Context: an optimization exercise on an open-source flow, tuned for small area and a short achievable clock period. The choices shown serve that exercise and are no tape-out recipe. Only simulation tests tie the RTL to the original design; equivalence was not proved. Power and IR drop assume default switching activity.

==> inputs of run a <==
// csd_mult_bank
module csd_mult_bank (
    input  wire logic        clk,
    input  wire logic        rst_n,
    input  wire logic [15:0] x,
    input  wire logic        x_valid,
    output logic      [31:0] y0,
    output logic      [31:0] y1,
    output logic      [31:0] y2,
    output logic      [31:0] y3,
    output logic             y_valid
);
Settings: LEC_CHECK=0, CAP_MARGIN=20, CORE_MARGIN=2, CORE_UTILIZATION=40, CTS_BUF_LIST=sky130_fd_sc_hd__clkbuf_8, SETUP_SLACK_MARGIN=2.5, SLEW_MARGIN=20; clock period 5.0 ns.
standard.sh (not shown) runs the stock make flow with config.mk's settings and CLKGATE_MAP_FILE= SYNTH_SCRIPT=/design/flow/synth_recipe.tcl, a recipe that flattens the netlist after the stock synthesis.
==> flow/flow/run.sh <==
#!/bin/bash
# The standard layout, with a small buffer (buf_2) on each port instead of the default
# port buffer cell. Each tool's output goes to its own log in this folder; ORFS keeps its
# per-step logs under orfs/logs.
set -euo pipefail
bash standard.sh 'BUFFER_PORTS_ARGS=-buffer_cell sky130_fd_sc_hd__buf_2' finish > make_finish.log 2>&1
==> run b: changes against run a <==
Settings changed: CTS_CLUSTER_DIAMETER set to 100, CTS_CLUSTER_SIZE set to 30, SETUP_SLACK_MARGIN 2.5 to 2.4, TNS_END_PERCENT set to 0.
==> run c: changes against run a <==
--- a/flow/flow/run.sh
+++ b/flow/flow/run.sh
@@ -5,2 +5,2 @@
 set -euo pipefail
-bash standard.sh 'BUFFER_PORTS_ARGS=-buffer_cell sky130_fd_sc_hd__buf_2' finish > make_finish.log 2>&1
+bash standard.sh 'BUFFER_PORTS_ARGS=-buffer_cell sky130_fd_sc_hd__buf_2' 'SKIP_GATE_CLONING=1' finish > make_finish.log 2>&1
Settings changed: SETUP_SLACK_MARGIN 2.5 to 2.4, TNS_END_PERCENT set to 0.
==> run d: changes against run a <==
Settings changed: SETUP_SLACK_MARGIN 2.5 to 2.4, TNS_END_PERCENT set to 0.
==> impl_metrics.env <==
export IMPL_outcome="no timing/DRC/antenna violations"
export IMPL_crit_end="p3[22]"
export IMPL_fin_ws_ps=2340
export IMPL_first_pass_iters=5
export IMPL_regToRegStartpoint="p63[4]"
export IMPL_met2_usage_pct=31.4
export IMPL_cts_setup_buffers=14
export IMPL_clk_pin_slew_worst_paths_ps=90
export IMPL_power_mw=7.02
export IMPL_regArea_sq_um=3090
export IMPL_clk_share_pct=3.20
export IMPL_routed_via_density=5.19
export IMPL_combPwrFrac_pct=59.4
export IMPL_hp_start="p5[2]"
export IMPL_regToRegSetupSlack_ps=2340
the above is filed under run c

==> impl_metrics.env <==
export IMPL_outcome="no timing/DRC/antenna violations"
export IMPL_power_mw=7.89
export IMPL_regToRegSetupSlack_ps=2330
export IMPL_hp_start="p5[1]"
export IMPL_clk_pin_slew_worst_paths_ps=110
export IMPL_cts_setup_buffers=48
export IMPL_first_pass_iters=4
export IMPL_met2_usage_pct=33.6
export IMPL_crit_end="p3[24]"
export IMPL_clk_share_pct=2.97
export IMPL_routed_via_density=5.17
the above is filed under run a

==> impl_metrics.env <==
export IMPL_met2_usage_pct=31.4
export IMPL_fin_ws_ps=2340
export IMPL_outcome="no timing/DRC/antenna violations"
export IMPL_first_pass_iters=5
export IMPL_clk_pin_slew_worst_paths_ps=90
export IMPL_clk_share_pct=3.20
export IMPL_regToRegSetupSlack_ps=2340
export IMPL_routed_via_density=5.19
export IMPL_crit_end="p3[22]"
export IMPL_cts_setup_buffers=14
export IMPL_regArea_sq_um=3090
export IMPL_combPwrFrac_pct=59.4
the above is filed under run b

==> impl_metrics.env <==
export IMPL_power_mw=7.02
export IMPL_combPwrFrac_pct=59.4
export IMPL_regArea_sq_um=3090
export IMPL_hp_start="p5[2]"
export IMPL_crit_end="p3[22]"
export IMPL_fin_ws_ps=2340
export IMPL_clk_pin_slew_worst_paths_ps=90
export IMPL_outcome="no timing/DRC/antenna violations"
export IMPL_regToRegSetupSlack_ps=2340
export IMPL_clk_share_pct=3.20
export IMPL_met2_usage_pct=31.4
the above is filed under run d


==> 07-17: inputs <==
Starting RTL as in the previous note.
==> flow/design.v (excerpt) <==
module csd_mult_bank (
    input  wire logic        clk,
    input  wire logic        rst_n,
    input  wire logic [15:0] x,
    input  wire logic        x_valid,
    output logic      [31:0] y0,
    output logic      [31:0] y1,
    output logic      [31:0] y2,
    output logic      [31:0] y3,
    output logic             y_valid
);
clock: 5.0 ns
lec_check: 0
cap_margin: 20
core_margin: 2
core_utilization: 55
cts_buf_list: sky130_fd_sc_hd__clkbuf_8
setup_slack_margin: 2.4
slew_margin: 20
tns_end_percent: 0
==> flow/flow/run.sh <==
#!/bin/bash
# The standard layout, with a small buffer (buf_2) on each port instead of the default
# port buffer cell. Each tool's output goes to its own log in this folder; ORFS keeps its
# per-step logs under orfs/logs.
set -euo pipefail
bash standard.sh 'BUFFER_PORTS_ARGS=-buffer_cell sky130_fd_sc_hd__buf_2' finish > make_finish.log 2>&1
==> 12-04: changes against 07-17 <==
- CORE_UTILIZATION: 55 -> 40
- SETUP_SLACK_MARGIN: 2.4 -> 1.8
- TNS_END_PERCENT: 0 -> unset
==> 06-03: changes against 07-17 <==
- CORE_UTILIZATION: 55 -> 40
- SETUP_SLACK_MARGIN: 2.4 -> 2.5
==> notes <==
12-04 ran to the end with no violations. 07-17 ran to the end with no violations. 06-03 produced a clean layout.
In 07-17 the global-route usage is higher than in 06-03, by 5.6 points.
Worst setup slack, highest first: 07-17, 06-03, 12-04.
Of 06-03 and 07-17, 07-17 has the higher hold slack (gap 3.1 ps).
Against 06-03, the maximum frequency of 12-04 is smaller by about 12%.

==> run H <==
csd_mult_bank again, from the RTL that the note above started with.
// csd_mult_bank
module csd_mult_bank (
    input  wire logic        clk,
    input  wire logic        rst_n,
    input  wire logic [15:0] x,
    input  wire logic        x_valid,
    output logic      [31:0] y0,
    output logic      [31:0] y1,
    output logic      [31:0] y2,
    output logic      [31:0] y3,
    output logic             y_valid
);
export LEC_CHECK = 0
export CAP_MARGIN = 20
export CORE_MARGIN = 2
export CORE_UTILIZATION = 40
export SETUP_SLACK_MARGIN = 1.8
export SLEW_MARGIN = 20
create_clock -name core_clock -period 5.0 [get_ports {clk}]
Scripts as last shown in full above: flow/flow/run.sh
==> inputs of run B, as changes to run H <==
- CTS_BUF_LIST: not set -> sky130_fd_sc_hd__clkbuf_8
- SETUP_SLACK_MARGIN: 1.8 -> 2.0
- TNS_END_PERCENT: not set -> 0
==> qor summary <==
quantity                                                                 run H                    run B
Run status                                             complete, no violations  complete, no violations
Area occupied by multi-input gates                                    6990 µm²                 7000 µm²
Finished layout cell area                                           12,000 µm²               11,800 µm²
Reported clock group power                                             1320 µW                   986 µW
Minimum period implied by the final worst setup slack                  3.04 ns                  2.90 ns
Pint                                                                   4030 µW                  3740 µW
Combinational logic power                                              3780 µW                  3790 µW
Via count of the first global-routing pass                               7,921                    7,917
Detailed Routing Iterations Pass 1                                           5                        4
Setup slack on the worst flop-to-flop path                             1.96 ns                  2.10 ns
Sequential-cell power consumption                                      1900 µW                  1890 µW
Global routing met3 resource utilization                                 3.18%                    3.32%
Met2 routed WL                                                         12.0 mm                  12.1 mm
Actual transition at the worst max-transition pin                     0.875 ns                 0.628 ns
Worst r2r dst                                                           p2[22]                   p3[24]
Largest clock skew in the final design                              0.00831 ns                0.0151 ns
Root Buffer Master                                                   clkbuf_16                 clkbuf_8
Worst Reg-to-Reg Cells                                                       8                        9

[separate check: timing with driven ports]
In the flow no input, the clock included, has a driving cell. The finished layouts below were timed again as built, in two steps.
Step 1 (the two cells are an assumption about what drives the block):
set clk [get_ports {clk}]
set_driving_cell -lib_cell sky130_fd_sc_hd__clkbuf_16 $clk
set_driving_cell -lib_cell sky130_fd_sc_hd__buf_2 [delete_from_list [all_inputs] $clk]
Step 2 adds t to the input delays and takes it off the output delays; t is the mean of the earliest and latest rising clock arrival at the registers after step 1. Input paths then give back, and output paths get back, about the clock's delay inside the block.
Three values: no drivers, after step 1, after step 2; two values: the first two.
run	shift t [ns]	slack for setup (ns)	worst hold slack (ns)	slew at the worst register clock pin (ns)	worst data-port slew with drivers (ns)
run a of note 1	0.497	2.331 / 2.331 / 2.090	0.407 / 0.407 / 0.407	0.11 / 0.11	0.05
run b of note 1	0.512	2.337 / 2.337 / 1.919	0.416 / 0.416 / 0.416	0.10 / 0.10	0.03
run c of note 1	0.512	2.337 / 2.337 / 1.919	0.416 / 0.416 / 0.416	0.10 / 0.10	0.03
run d of note 1	0.512	2.337 / 2.337 / 1.919	0.416 / 0.416 / 0.416	0.10 / 0.10	0.03
07-17	0.492	2.331 / 2.331 / 1.958	0.421 / 0.421 / 0.421	0.10 / 0.10	0.03
12-04	0.497	1.952 / 1.952 / 1.715	0.429 / 0.429 / 0.429	0.10 / 0.10	0.03
06-03	0.502	2.319 / 2.319 / 1.953	0.418 / 0.418 / 0.418	0.09 / 0.09	0.04
run H of note 3	0.469	1.963 / 1.963 / 1.718	0.434 / 0.434 / 0.434	0.07 / 0.07	0.03
run B of note 3	0.500	2.095 / 2.095 / 1.721	0.424 / 0.424 / 0.424	0.10 / 0.10	0.03
After both steps setup and hold are still met in every run listed.
